Background: an optimization exercise with open tools, aiming at small area, a short achievable clock period and few clock cycles. Do not read the settings as production practice. In this exercise RTL edits were held to simulation tests only and were not proved equivalent to the original. Power is estimated from default activity; no workload was simulated.

==> flow/config.mk <==
export PLATFORM = sky130hd
export DESIGN_NAME = rv_core_top
export DESIGN_NICKNAME = rv_core_top
export VERILOG_FILES = /design/flow/design.v
export SDC_FILE = /design/flow/constraint.sdc
export NUM_CORES = 4
export LEC_CHECK = 0
export CAP_MARGIN = 20
export CORE_MARGIN = 2
export CORE_UTILIZATION = 40
export SLEW_MARGIN = 20
==> flow/constraint.sdc <==
create_clock -name core_clock -period 5.0 [get_ports {clk}]
set_input_delay 1.0000 -clock core_clock [delete_from_list [all_inputs] [get_ports {clk}]]
set_output_delay 1.0000 -clock core_clock [all_outputs]
set_load 0.01 [all_outputs]
==> flow/design.v <==
package isa_pkg;
    localparam logic [6:0] OPC_OP     = 7'b0110011;    
    localparam logic [6:0] OPC_OP_IMM = 7'b0010011;
    localparam logic [6:0] OPC_BRANCH = 7'b1100011;
    localparam logic [6:0] OPC_JAL    = 7'b1101111;
endpackage
package core_pkg;
    typedef struct packed {
        logic sum;               
        logic sub;               
        logic land;
        logic lor;
        logic lxor;
        logic slt;
        logic link;              
    } alu_ctl_t;
endpackage
`timescale 1ns/100ps
import isa_pkg::*;
module pc_incs (
    input  logic [32-1:0]  pc_i,
    output logic [32-1:0]  pc_inc_o,
    output logic [32-13:0] hi_p1_o,
    output logic [32-13:0] hi_m1_o
);
    assign pc_inc_o[1:0] = pc_i[1:0];
    assign pc_inc_o[2]   = !pc_i[2];
    assign hi_p1_o[0]    = !pc_i[12];
    assign hi_m1_o[0]    = !pc_i[12];
    for (genvar i = 3; i < 32; i++) begin : g_inc
        assign pc_inc_o[i] = pc_i[i] ^ (&pc_i[i-1:2]);
    end
    for (genvar i = 13; i < 32; i++) begin : g_hi
        assign hi_p1_o[i-12] = pc_i[i] ^ (&pc_i[i-1:12]);
        assign hi_m1_o[i-12] = pc_i[i] ^ !(|pc_i[i-1:12]);
    end
endmodule
module pc_lo_add (
    input  logic [11:0]         pc_i,
    input  logic [32-1:0] inst_i,
    output logic [12:0]         low_o,
    output logic                sign_o
);
    logic [12:0] off;
    assign off = inst_i[3] ? {inst_i[12], inst_i[20], inst_i[30:21], 1'b0}
                           : {inst_i[31], inst_i[7], inst_i[30:25], inst_i[11:8], 1'b0};
    assign low_o  = {1'b0, pc_i} + {1'b0, off[11:0]};
    assign sign_o = off[12];
endmodule
module fetch_unit (
    input  logic                clk,
    input  logic                rst_n_i,
    input  logic                redirect_i,
    input  logic [32-1:0] redirect_pc_i,
    input  logic [32-1:0] inst_i,
    output logic [32-1:0] pc_o,
    output logic                pred_o,      
    output logic [32-1:0] alt_o        
);
    logic [32-1:0]  pc_q;
    logic [32-1:0]  pc_next;
    logic [32-1:0]  pc_inc;
    logic [32-1:0]  target;
    logic [12:0]          low;
    logic                 sign;
    logic [32-13:0] hi_p1;
    logic [32-13:0] hi_m1;
    logic [32-13:0] hi;
    logic                 is_br;
    logic                 is_jal;
    logic                 jal_short;
    assign is_br     = (inst_i[6:0] == OPC_BRANCH) && (inst_i[14:13] == 2'b00);
    assign is_jal    = (inst_i[6:0] == OPC_JAL);
    assign jal_short = (inst_i[19:12] == {8{inst_i[31]}});
    assign pred_o    = (is_br && inst_i[31]) || (is_jal && jal_short);
    pc_incs u_pc_incs (
        .pc_i     (pc_q  ),
        .pc_inc_o (pc_inc),
        .hi_p1_o  (hi_p1 ),
        .hi_m1_o  (hi_m1 )
    );
    pc_lo_add u_pc_lo_add (
        .pc_i   (pc_q[11:0]),
        .inst_i (inst_i    ),
        .low_o  (low       ),
        .sign_o (sign      )
    );
    always_comb begin
        case ({sign, low[12]})
            2'b01:   hi = hi_p1;
            2'b10:   hi = hi_m1;
            default: hi = pc_q[32-1:12];
        endcase
    end
    assign target = {hi, low[11:0]};
    assign pc_next = redirect_i ? redirect_pc_i : (pred_o ? target : pc_inc);
    assign alt_o   = (pred_o || is_jal) ? pc_inc : target;
    assign pc_o    = pc_q;
    always_ff @(posedge clk or negedge rst_n_i) begin
        if (!rst_n_i)
            pc_q <= 32'h0000_0000;
        else
            pc_q <= pc_next;
    end
endmodule
`timescale 1ns/100ps
import isa_pkg::*;
import core_pkg::*;
module inst_decoder (
    input  logic [32-1:0]   inst_i,
    output logic [5-1:0] rs1_o,
    output logic [5-1:0] rs2_o,
    output logic [5-1:0] rd_o,
    output logic                  wen_o,       
    output core_pkg::alu_ctl_t    alu_o,
    output logic                  a_reg_o,     
    output logic                  b_reg_o,     
    output logic                  is_opi_o,
    output logic                  is_jal_o,
    output logic                  br_eq_o,
    output logic                  br_ne_o,
    output logic [32-1:0]   imm_i_o,
    output logic [32-1:0]   imm_j_o
);
    logic [6:0] opc;
    logic [2:0] f3;
    logic [6:0] f7;
    logic       is_op;
    logic       is_opi;
    logic       rd_en;
    assign opc = inst_i[6:0];
    assign f3  = inst_i[14:12];
    assign f7  = inst_i[31:25];
    assign is_op    = (opc == OPC_OP);
    assign is_opi   = (opc == OPC_OP_IMM);
    assign is_jal_o = (opc == OPC_JAL);
    assign is_opi_o = is_opi;
    assign br_eq_o  = (opc == OPC_BRANCH) && (f3 == 3'b000);
    assign br_ne_o  = (opc == OPC_BRANCH) && (f3 == 3'b001);
    assign rs1_o = inst_i[19:15];
    assign rs2_o = inst_i[24:20];
    assign rd_o  = inst_i[11:7];
    assign a_reg_o = !is_jal_o;
    assign b_reg_o = !(is_opi || is_jal_o);
    assign imm_i_o = {{(32-12){inst_i[31]}}, inst_i[31:20]};
    assign imm_j_o = {{(32-21){inst_i[31]}}, inst_i[31], inst_i[19:12], inst_i[20],
                      inst_i[30:21], 1'b0};
    always_comb begin
        alu_o = '0;
        rd_en = 1'b0;
        if (is_op) begin
            rd_en = 1'b1;
            case ({f7, f3})
                {7'b0000000, 3'b000}: alu_o.sum = 1'b1;
                {7'b0100000, 3'b000}: begin alu_o.sum = 1'b1; alu_o.sub = 1'b1; end
                {7'b0000000, 3'b010}: begin alu_o.slt = 1'b1; alu_o.sub = 1'b1; end
                {7'b0000000, 3'b100}: alu_o.lxor = 1'b1;
                {7'b0000000, 3'b110}: alu_o.lor  = 1'b1;
                {7'b0000000, 3'b111}: alu_o.land = 1'b1;
                default:              rd_en = 1'b0;    
            endcase
        end else if (is_opi) begin
            rd_en = 1'b1;
            case (f3)
                3'b000:  alu_o.sum  = 1'b1;
                3'b100:  alu_o.lxor = 1'b1;
                3'b110:  alu_o.lor  = 1'b1;
                3'b111:  alu_o.land = 1'b1;
                default: rd_en = 1'b0;                  
            endcase
        end else if (is_jal_o) begin
            rd_en      = 1'b1;
            alu_o.link = 1'b1;
        end
    end
    assign wen_o = rd_en && (rd_o != '0);
endmodule
`timescale 1ns/100ps
module regfile (
    input  logic                  clk,
    input  logic                  rst_n_i,
    input  logic [5-1:0] rs1_i,
    input  logic [5-1:0] rs2_i,
    output logic [32-1:0]   rs1_data_o,
    output logic [32-1:0]   rs2_data_o,
    input  logic                  we_i,
    input  logic [5-1:0] wd_idx_i,
    input  logic [32-1:0]   wd_data_i
);
    logic [32-1:0]  regs_q [1:32-1];
    logic [32-1:1] valid_q;
    always_ff @(posedge clk or negedge rst_n_i) begin
        if (!rst_n_i) begin
            valid_q <= '0;
        end else if (we_i && wd_idx_i != '0) begin
            valid_q[wd_idx_i] <= 1'b1;
        end
    end
    always_ff @(posedge clk) begin
        if (we_i && wd_idx_i != '0) begin
            regs_q[wd_idx_i] <= wd_data_i;
        end
    end
    always_comb begin
        rs1_data_o = '0;
        rs2_data_o = '0;
        for (int i = 1; i < 32; i++) begin
            if (rs1_i == i[5-1:0] && valid_q[i])
                rs1_data_o = rs1_data_o | regs_q[i];
            if (rs2_i == i[5-1:0] && valid_q[i])
                rs2_data_o = rs2_data_o | regs_q[i];
        end
    end
endmodule
`timescale 1ns/100ps
import core_pkg::*;
module issue_stage (
    input  logic                  clk,
    input  logic                  rst_n_i,
    input  logic                  flush_i,
    input  logic [32-1:0]   pc_i,
    input  logic [32-1:0]   rs1_data_i,
    input  logic [32-1:0]   rs2_data_i,
    input  logic [5-1:0] rs1_i,
    input  logic [5-1:0] rs2_i,
    input  logic [5-1:0] rd_i,
    input  logic                  wen_i,
    input  core_pkg::alu_ctl_t    alu_i,
    input  logic                  a_reg_i,
    input  logic                  b_reg_i,
    input  logic                  is_opi_i,
    input  logic                  is_jal_i,
    input  logic                  br_eq_i,
    input  logic                  br_ne_i,
    input  logic [32-1:0]   imm_i_i,
    input  logic [32-1:0]   imm_j_i,
    input  logic                  pred_i,
    input  logic [32-1:0]   alt_i,
    input  logic                  ex_wen_i,
    input  logic [5-1:0] ex_rd_i,
    input  logic                  wb_wen_i,
    input  logic [5-1:0] wb_rd_i,
    input  logic [32-1:0]   wb_data_i,
    output logic                  ex_valid_o,
    output logic                  ex_wen_o,
    output logic [5-1:0] ex_rd_o,
    output core_pkg::alu_ctl_t    ex_alu_o,
    output logic                  ex_jal_o,
    output logic                  ex_br_eq_o,
    output logic                  ex_br_ne_o,
    output logic                  ex_pred_o,
    output logic [32-1:0]   ex_a_o,
    output logic [32-1:0]   ex_b_o,
    output logic [32-1:0]   ex_alt_o,
    output logic                  ex_a_wb_o,    
    output logic                  ex_b_wbp_o,   
    output logic                  ex_b_wbn_o,   
    output logic                  ex_b_oth_o    
);
    logic                a_wb;
    logic                b_wb;
    logic [32-1:0] rs1_val;
    logic [32-1:0] rs2_val;
    logic [32-1:0] b_val;
    assign rs1_val = (wb_wen_i && rs1_i == wb_rd_i) ? wb_data_i : rs1_data_i;
    assign rs2_val = (wb_wen_i && rs2_i == wb_rd_i) ? wb_data_i : rs2_data_i;
    assign b_val   = is_opi_i ? imm_i_i : (is_jal_i ? imm_j_i : rs2_val);
    assign a_wb = a_reg_i && ex_wen_i && (rs1_i == ex_rd_i);
    assign b_wb = b_reg_i && ex_wen_i && (rs2_i == ex_rd_i);
    always_ff @(posedge clk or negedge rst_n_i) begin
        if (!rst_n_i)
            ex_valid_o <= 1'b0;
        else
            ex_valid_o <= !flush_i;
    end
    always_ff @(posedge clk) begin
        ex_wen_o   <= wen_i;
        ex_rd_o    <= rd_i;
        ex_alu_o   <= alu_i;
        ex_jal_o   <= is_jal_i;
        ex_br_eq_o <= br_eq_i;
        ex_br_ne_o <= br_ne_i;
        ex_pred_o  <= pred_i;
        ex_a_o     <= is_jal_i ? pc_i : rs1_val;
        ex_b_o     <= b_val ^ {32{alu_i.sub}};       
        ex_alt_o   <= alt_i;
        ex_a_wb_o  <= a_wb;
        ex_b_wbp_o <= b_wb && !alu_i.sub;
        ex_b_wbn_o <= b_wb && alu_i.sub;
        ex_b_oth_o <= !b_wb;
    end
endmodule
`timescale 1ns/100ps
import core_pkg::*;
module exec_unit (
    input  logic                  clk,
    input  logic                  rst_n_i,
    input  logic                  ex_valid_i,
    input  logic                  ex_wen_i,
    input  logic [5-1:0] ex_rd_i,
    input  core_pkg::alu_ctl_t    ex_alu_i,
    input  logic                  ex_jal_i,
    input  logic                  ex_br_eq_i,
    input  logic                  ex_br_ne_i,
    input  logic                  ex_pred_i,
    input  logic [32-1:0]   ex_a_i,
    input  logic [32-1:0]   ex_b_i,
    input  logic [32-1:0]   ex_alt_i,
    input  logic                  ex_a_wb_i,
    input  logic                  ex_b_wbp_i,
    input  logic                  ex_b_wbn_i,
    input  logic                  ex_b_oth_i,
    output logic                  redirect_o,
    output logic [32-1:0]   redirect_pc_o,
    output logic                  ex_fwd_en_o,
    output logic                  wb_valid_o,
    output logic [5-1:0] wb_rd_o,
    output logic [32-1:0]   wb_result_o
);
    logic [32-1:0] a;
    logic [32-1:0] b;             
    logic [32-1:0] sum;
    logic [32-1:0] jal_target;
    logic [32-1:0] result;
    logic                lt;
    logic                eq;
    logic                taken;
    assign a     = ex_a_wb_i ? wb_result_o : ex_a_i;
    assign b     = ({32{ex_b_wbp_i}} & wb_result_o)
                 | ({32{ex_b_wbn_i}} & ~wb_result_o)
                 | ({32{ex_b_oth_i}} & ex_b_i);
    assign sum   = a + b + 32'(ex_alu_i.sub);
    assign lt    = (a[32-1] ~^ b[32-1]) ? a[32-1] : sum[32-1];
    assign jal_target = ex_a_i + ex_b_i;             
    assign result = ({32{ex_alu_i.sum}}  & sum)
                  | ({32{ex_alu_i.land}} & (a & b))
                  | ({32{ex_alu_i.lor}}  & (a | b))
                  | ({32{ex_alu_i.lxor}} & (a ^ b))
                  | ({32{ex_alu_i.link}} & ex_alt_i)
                  | {{(32-1){1'b0}}, ex_alu_i.slt & lt};
    assign eq    = (a == b);
    assign taken = (ex_br_eq_i && eq) || (ex_br_ne_i && !eq) || ex_jal_i;
    assign redirect_o    = ex_valid_i && (taken != ex_pred_i);
    assign redirect_pc_o = ex_jal_i ? jal_target : ex_alt_i;
    assign ex_fwd_en_o   = ex_valid_i && ex_wen_i;
    always_ff @(posedge clk or negedge rst_n_i) begin
        if (!rst_n_i) begin
            wb_valid_o <= 1'b0;
        end else begin
            wb_valid_o <= ex_fwd_en_o;
        end
    end
    always_ff @(posedge clk) begin
        wb_rd_o     <= ex_rd_i;
        wb_result_o <= result;
    end
endmodule
`timescale 1ns/100ps
import isa_pkg::*;
import core_pkg::*;
module rv_core_top (
    input  logic                  clk,
    input  logic                  rst_n_i,
    input  logic [32-1:0]   inst_i,
    output logic [32-1:0]   pc_o,
    output logic                  wb_valid_o,
    output logic [5-1:0] wb_rd_o,
    output logic [32-1:0]   wb_data_o
);
    logic                  redirect;
    logic [32-1:0]   redirect_pc;
    logic                  f_pred;
    logic [32-1:0]   f_alt;
    logic [5-1:0] id_rs1;
    logic [5-1:0] id_rs2;
    logic [5-1:0] id_rd;
    logic                  id_wen;
    core_pkg::alu_ctl_t    id_alu;
    logic                  id_a_reg;
    logic                  id_b_reg;
    logic                  id_is_opi;
    logic                  id_is_jal;
    logic                  id_br_eq;
    logic                  id_br_ne;
    logic [32-1:0]   id_imm_i;
    logic [32-1:0]   id_imm_j;
    logic [32-1:0]   rs1_data;
    logic [32-1:0]   rs2_data;
    logic                  ex_valid;
    logic                  ex_wen;
    logic [5-1:0] ex_rd;
    core_pkg::alu_ctl_t    ex_alu;
    logic                  ex_jal;
    logic                  ex_br_eq;
    logic                  ex_br_ne;
    logic                  ex_pred;
    logic [32-1:0]   ex_a;
    logic [32-1:0]   ex_b;
    logic [32-1:0]   ex_alt;
    logic                  ex_a_wb;
    logic                  ex_b_wbp;
    logic                  ex_b_wbn;
    logic                  ex_b_oth;
    logic                  ex_fwd_en;
    fetch_unit u_fetch_unit (
        .clk           (clk         ),
        .rst_n_i       (rst_n_i     ),
        .redirect_i    (redirect    ),
        .redirect_pc_i (redirect_pc ),
        .inst_i        (inst_i      ),
        .pc_o          (pc_o        ),
        .pred_o        (f_pred      ),
        .alt_o         (f_alt       )
    );
    inst_decoder u_inst_decoder (
        .inst_i        (inst_i      ),
        .rs1_o         (id_rs1      ),
        .rs2_o         (id_rs2      ),
        .rd_o          (id_rd       ),
        .wen_o         (id_wen      ),
        .alu_o         (id_alu      ),
        .a_reg_o       (id_a_reg    ),
        .b_reg_o       (id_b_reg    ),
        .is_opi_o      (id_is_opi   ),
        .is_jal_o      (id_is_jal   ),
        .br_eq_o       (id_br_eq    ),
        .br_ne_o       (id_br_ne    ),
        .imm_i_o       (id_imm_i    ),
        .imm_j_o       (id_imm_j    )
    );
    regfile u_regfile (
        .clk           (clk         ),
        .rst_n_i       (rst_n_i     ),
        .rs1_i         (id_rs1      ),
        .rs2_i         (id_rs2      ),
        .rs1_data_o    (rs1_data    ),
        .rs2_data_o    (rs2_data    ),
        .we_i          (wb_valid_o  ),
        .wd_idx_i      (wb_rd_o     ),
        .wd_data_i     (wb_data_o   )
    );
    issue_stage u_issue_stage (
        .clk           (clk         ),
        .rst_n_i       (rst_n_i     ),
        .flush_i       (redirect    ),
        .pc_i          (pc_o        ),
        .rs1_data_i    (rs1_data    ),
        .rs2_data_i    (rs2_data    ),
        .rs1_i         (id_rs1      ),
        .rs2_i         (id_rs2      ),
        .rd_i          (id_rd       ),
        .wen_i         (id_wen      ),
        .alu_i         (id_alu      ),
        .a_reg_i       (id_a_reg    ),
        .b_reg_i       (id_b_reg    ),
        .is_opi_i      (id_is_opi   ),
        .is_jal_i      (id_is_jal   ),
        .br_eq_i       (id_br_eq    ),
        .br_ne_i       (id_br_ne    ),
        .imm_i_i       (id_imm_i    ),
        .imm_j_i       (id_imm_j    ),
        .pred_i        (f_pred      ),
        .alt_i         (f_alt       ),
        .ex_wen_i      (ex_fwd_en   ),
        .ex_rd_i       (ex_rd       ),
        .wb_wen_i      (wb_valid_o  ),
        .wb_rd_i       (wb_rd_o     ),
        .wb_data_i     (wb_data_o   ),
        .ex_valid_o    (ex_valid    ),
        .ex_wen_o      (ex_wen      ),
        .ex_rd_o       (ex_rd       ),
        .ex_alu_o      (ex_alu      ),
        .ex_jal_o      (ex_jal      ),
        .ex_br_eq_o    (ex_br_eq    ),
        .ex_br_ne_o    (ex_br_ne    ),
        .ex_pred_o     (ex_pred     ),
        .ex_a_o        (ex_a        ),
        .ex_b_o        (ex_b        ),
        .ex_alt_o      (ex_alt      ),
        .ex_a_wb_o     (ex_a_wb     ),
        .ex_b_wbp_o    (ex_b_wbp    ),
        .ex_b_wbn_o    (ex_b_wbn    ),
        .ex_b_oth_o    (ex_b_oth    )
    );
    exec_unit u_exec_unit (
        .clk           (clk         ),
        .rst_n_i       (rst_n_i     ),
        .ex_valid_i    (ex_valid    ),
        .ex_wen_i      (ex_wen      ),
        .ex_rd_i       (ex_rd       ),
        .ex_alu_i      (ex_alu      ),
        .ex_jal_i      (ex_jal      ),
        .ex_br_eq_i    (ex_br_eq    ),
        .ex_br_ne_i    (ex_br_ne    ),
        .ex_pred_i     (ex_pred     ),
        .ex_a_i        (ex_a        ),
        .ex_b_i        (ex_b        ),
        .ex_alt_i      (ex_alt      ),
        .ex_a_wb_i     (ex_a_wb     ),
        .ex_b_wbp_i    (ex_b_wbp    ),
        .ex_b_wbn_i    (ex_b_wbn    ),
        .ex_b_oth_i    (ex_b_oth    ),
        .redirect_o    (redirect    ),
        .redirect_pc_o (redirect_pc ),
        .ex_fwd_en_o   (ex_fwd_en   ),
        .wb_valid_o    (wb_valid_o  ),
        .wb_rd_o       (wb_rd_o     ),
        .wb_result_o   (wb_data_o   )
    );
endmodule
==> flow/run.sh <==
#!/bin/bash
# synth_recipe.tcl (not shown) runs the flow's synth.tcl, then flattens the netlist and writes it again
# the make line also repeats each setting of config.mk as NAME=value (left out here)
make -C /OpenROAD-flow-scripts/flow DESIGN_CONFIG=/design/flow/config.mk WORK_HOME=/design/flow/orfs CLKGATE_MAP_FILE= SYNTH_SCRIPT=/design/flow/synth_recipe.tcl finish
==> run summary <==
==> state kept, by name (all words and copies together) (netlist names), 5 cells and up <==
name and flops:
u_issue_stage.ex_rd_o 5, u_regfile.regs_q 992, u_exec_unit.wb_result_o 32, u_issue_stage.ex_alt_o 32
u_regfile.valid_q 31, u_exec_unit.wb_rd_o 5, u_fetch_unit.pc_q 32, u_issue_stage.ex_b_o 32
u_issue_stage.ex_a_o 32, u_issue_stage.ex_alu_o 7
==> layer usage <==
layer / vias to the layer above / global-route usage
li1: 19030 / -
met1: 24060 / 0.4461
met2: 5510 / 0.5301
met3: 1590 / 0.1654
met4: 14 / 0.2407
met5: - / 0.001323
==> synthesized netlist by cell type (7+ instances only) <==
master	count	area, um^2
a211oi_1	20	150.1
a21boi_0	7	52.55
a21o_1	64	480.5
a21oi_1	150	750.7
a221o_1	34	340.3
a221oi_1	276	2417
a222oi_1	64	640.6
a22o_1	273	2391
a22oi_1	371	2785
a31oi_1	13	81.33
and3_1	64	400.4
and4_1	13	113.9
buf_1	30	112.6
buf_2	99	495.5
clkbuf_1	250	938.4
dfrtp_1	65	1627
dfxtp_1	154	3083
edfxtp_1	992	29790
ha_1	126	1577
inv_1	108	405.4
mux2_2	29	326.6
mux2i_1	63	630.6
nand2_1	194	728.2
nand2b_1	21	131.4
nand3_1	142	710.7
nand3b_1	8	60.06
nand4_1	111	694.4
nor2_1	156	585.6
nor2b_1	53	331.6
nor3_1	98	490.5
nor3b_1	16	120.1
nor4_1	34	212.7
o211ai_1	27	202.7
o21a_1	9	67.56
o21ai_0	157	785.8
o21bai_1	15	112.6
o221ai_1	11	96.34
o31ai_1	10	75.07
or3_1	14	87.58
xnor2_1	88	770.7
xor2_1	53	464.2
==> worst min-delay path by stage <==
| stage | start | to | depth (start not counted) |
|---|---|---|---|
| 2_1_floorplan | u_issue_stage.ex_rd_o[0] | u_exec_unit.wb_rd_o[0] | 0 |
| 3_3_place_gp | u_issue_stage.ex_rd_o[2] | u_exec_unit.wb_rd_o[2] | 0 |
| 3_5_place_dp | u_issue_stage.ex_rd_o[2] | u_exec_unit.wb_rd_o[2] | 0 |
| 4_1_cts | rst_n_i | u_fetch_unit.pc_q[6] | 1 |
| 5_1_grt | u_issue_stage.ex_rd_o[2] | u_exec_unit.wb_rd_o[2] | 0 |
| 6_report | rst_n_i | u_fetch_unit.pc_q[6] | 1 |
==> logic make-up after synthesis <==
| family | after synthesis |
|---|---|
| xor gates and xnor gates | 141 |
| adders and majority gates | 131 |
| AOI/OAI and AO/OA | 1549 |
| and+or+nand+nor | 957 |
| DFF | 1211 |
| buffers and inverters | 490 |
| muxes | 92 |
==> critical path, delay by kind of cell (launching register included) <==
kind,cells,cell delay [ps]
and+or+nand+nor,5,1790
buffers and inverters,3,770
DFF,1,700
AOI/OAI and AO/OA,4,610
muxes,1,410
adders and majority gates,1,370
==> power by group through the flow <==
stage | Sequential [W] | Clock, W | Combinational [W]
5_1_grt | 0.0113 | 0.0105 | 0.00175
3_5_place_dp | 0.0115 | 0 | 0.00156
2_1_floorplan | 0.0114 | 0 | 0.000942
6_report | 0.0113 | 0.0101 | 0.00160
3_3_place_gp | 0.0115 | 0 | 0.00155
4_1_cts | 0.0113 | 0.0101 | 0.00158
==> layout make-up <==
class	instances	area share
multi-input combinational	2870	0.3117
clock inverter	71	0.01176
tap	1890	0.03495
timing repair buffer	504	0.07173
clock buffer	174	0.05361
inverter	108	0.005991
antenna	11	0.0004068
sequential	1211	0.5099
==> what timing repair did <==
item / in CTS / in global routing
gates resized for setup: 5 / 4
setup endpoints to repair: 23 / 17
hold buffers: 0 / 0
==> metrics by stage <==
stage               setup TNS (ps)  cells
floorplan                        0   4571
finish                           0   6839
CTS                              0   6828
global placement            -33380   6583
detailed placement          -32600   6583
global route                     0   6828
==> results.toml <==
[route]
drtPass1Iterations = 10
wl_mm = 278.4
vias_per_cell = 7.342
remaining_drc_errors = 0
vias = 50210
wl_met1_mm = 93.43
drtIter0Drc = 11220
wl_per_cell_um = 40.70
drt.antenna.violating_nets = 0
top_layer = "met5"
wl_met3_mm = 47.19
wl_met2_mm = 114.4

[clocking]
clock_sinks = 1211
clockBufferDepth = 3
cts_tree = "yes"
htreeDepth = 4
post_cts_buffers = 0
clock-root-buffer = "clkbuf_16"
numCtsBuffers = 134
cts.clk_slew.worst_paths_ps = 60
insertion_delay_ps = 800

[cells_and_area]
final_common_cell = "edfxtp_1"
n_fill_cell = 12370
layout-drive-gt1-share = 0.1537
ff_latch_area_um2 = 34500
final_util = 0.4773
final_net_count = 4994
mostFrequentLayoutCells = "992 x edfxtp_1, 371 x a22oi_1, 337 x buf_4"
multiInputGateArea_um2 = 21090
areaGrowthSynthToFinish_pct = 18.38
final_area_um2 = 67660

[global_route]
antenna_found_initial = 21
first_global_vias = 46460
grt_use_total = 0.3688
grt_pass1_wl_mm = 377.1
overflow = 0
grt_max_degree = 66

[sta]
finalMaxSlewViolations = 0
hold_violations = 0
setup-violations-final = 0
rsz0062_at_grt = "false"
hold_slack_ps = 398.5
clock_skew_ps = 43.16
setup_slack_ps = 266.9
max_freq_mhz = 211.3
tightest_slew_ps = 1219
fin_crit_ps = 4733
min_period_over_period = 0.9466
relSlewSlack = 0.1854

[power]
power_frac_seq = 0.492
p_sw_frac = 0.2404
comb_power_share = 0.070
power_w = 0.02303
clkPwrFrac = 0.439
ir_worst_vdd_v = 0.0003632
p_int_w = 0.01750
power_density_nw_per_um2 = 340.4
power.switching_w = 0.005538
p_leak_nw = 24.50

[setup_path]
worstPathArrival_ps = 5420
cpMostUsedCell = "buf_4"
slowest_stage = "dfxtp_1"
crit_start = "u_issue_stage.ex_b_wbp_o"
end_kind = "flop"
critPathKind = "reg2reg"
crit_required_ps = 5690
r2r_end = "u_fetch_unit.pc_q[11]"
cp_cell_sequence = "buf_4 -> a221o_1 -> inv_1 -> ha_1 -> nor4_1 -> nand4_1 -> nor2_1 -> mux2_2 -> or3_1 -> nand3_2 -> buf_4 -> o21ai_0 -> a21oi_1 -> o21bai_1"
worstPathMaxFanout = 23
critPathLaunchType = "flop"
r2r_setup_slack_ps = 270
slowest_delay_ps = 700
timing.rr.start = "u_issue_stage.ex_b_wbp_o"
ff2ff_path_depth = 14
endpoint = "u_fetch_unit.pc_q[11]"

[yosys]
synth_fp_nets = 4736
synthAdderAreaFrac = 0.02933
synth-xor-area-share = 0.02161
synth_top_family_by_area = "compound AO/OA/AOI/OAI gates"
synthCells = 4571
seq_area_frac_synth = 0.6036
netlist_area_um2 = 57160
ys_ff_latch = 1211
synth_compound_area_frac = 0.2076
syn_area_per_cell_um2 = 12.50
ys_async_sr_fraction = 0.05367
ys.flop_type = "edfxtp_1"
yosys_warnings = 5
yosysUniqueCellTypes = 77
muxShareOfSynthArea = 0.01675
synth-edff-count = 992
yosys.area_share.simple = 0.08664

[place]
place_hpwl_mm = 173.2
portBuffers = 103
gp_congestion = 0.9881
dp_slack_ps = -1173
place_area_um2 = 63180

[floorplan]
start_util = 0.4032
core_um2 = 141800
rows = 138
chipWidth_um = 382.0
die_y_um = 382.0
io_pins = 104
die_area_um2 = 145900

[outcome]
status = "finished clean"

[worst_hold_path]
hold_path_class = "in2async"

[flow_run]
drv_cap = 0
Testbench counts, summed over its fixed seeds: cycles 42,089.

## static timing again, ports no longer ideal
The results above use ideal ports. As a check the final layout listed here was re-extracted and re-timed, cells and wires unchanged.
Step 1: set_driving_cell puts a clkbuf_16 on clk and a buf_2 on each other input, an assumption about the parent block.
Step 2 also shifts input and output timing later by t, the mid clock arrival at the registers, as if the neighbouring blocks saw the same clock.
Slacks: no drivers / after step 1 / after step 2; pairs: no drivers / after step 1.
shift t [ns]: 0.864
slack for setup (ns): 0.267 / 0.267 / -0.499
cell pins on the clock port's net: 1
With both steps, setup timing fails in this run, where it was met with ideal ports. For this run, drivers alone change the setup slack by 0.000 ns; drivers and shift together by -0.766 ns.
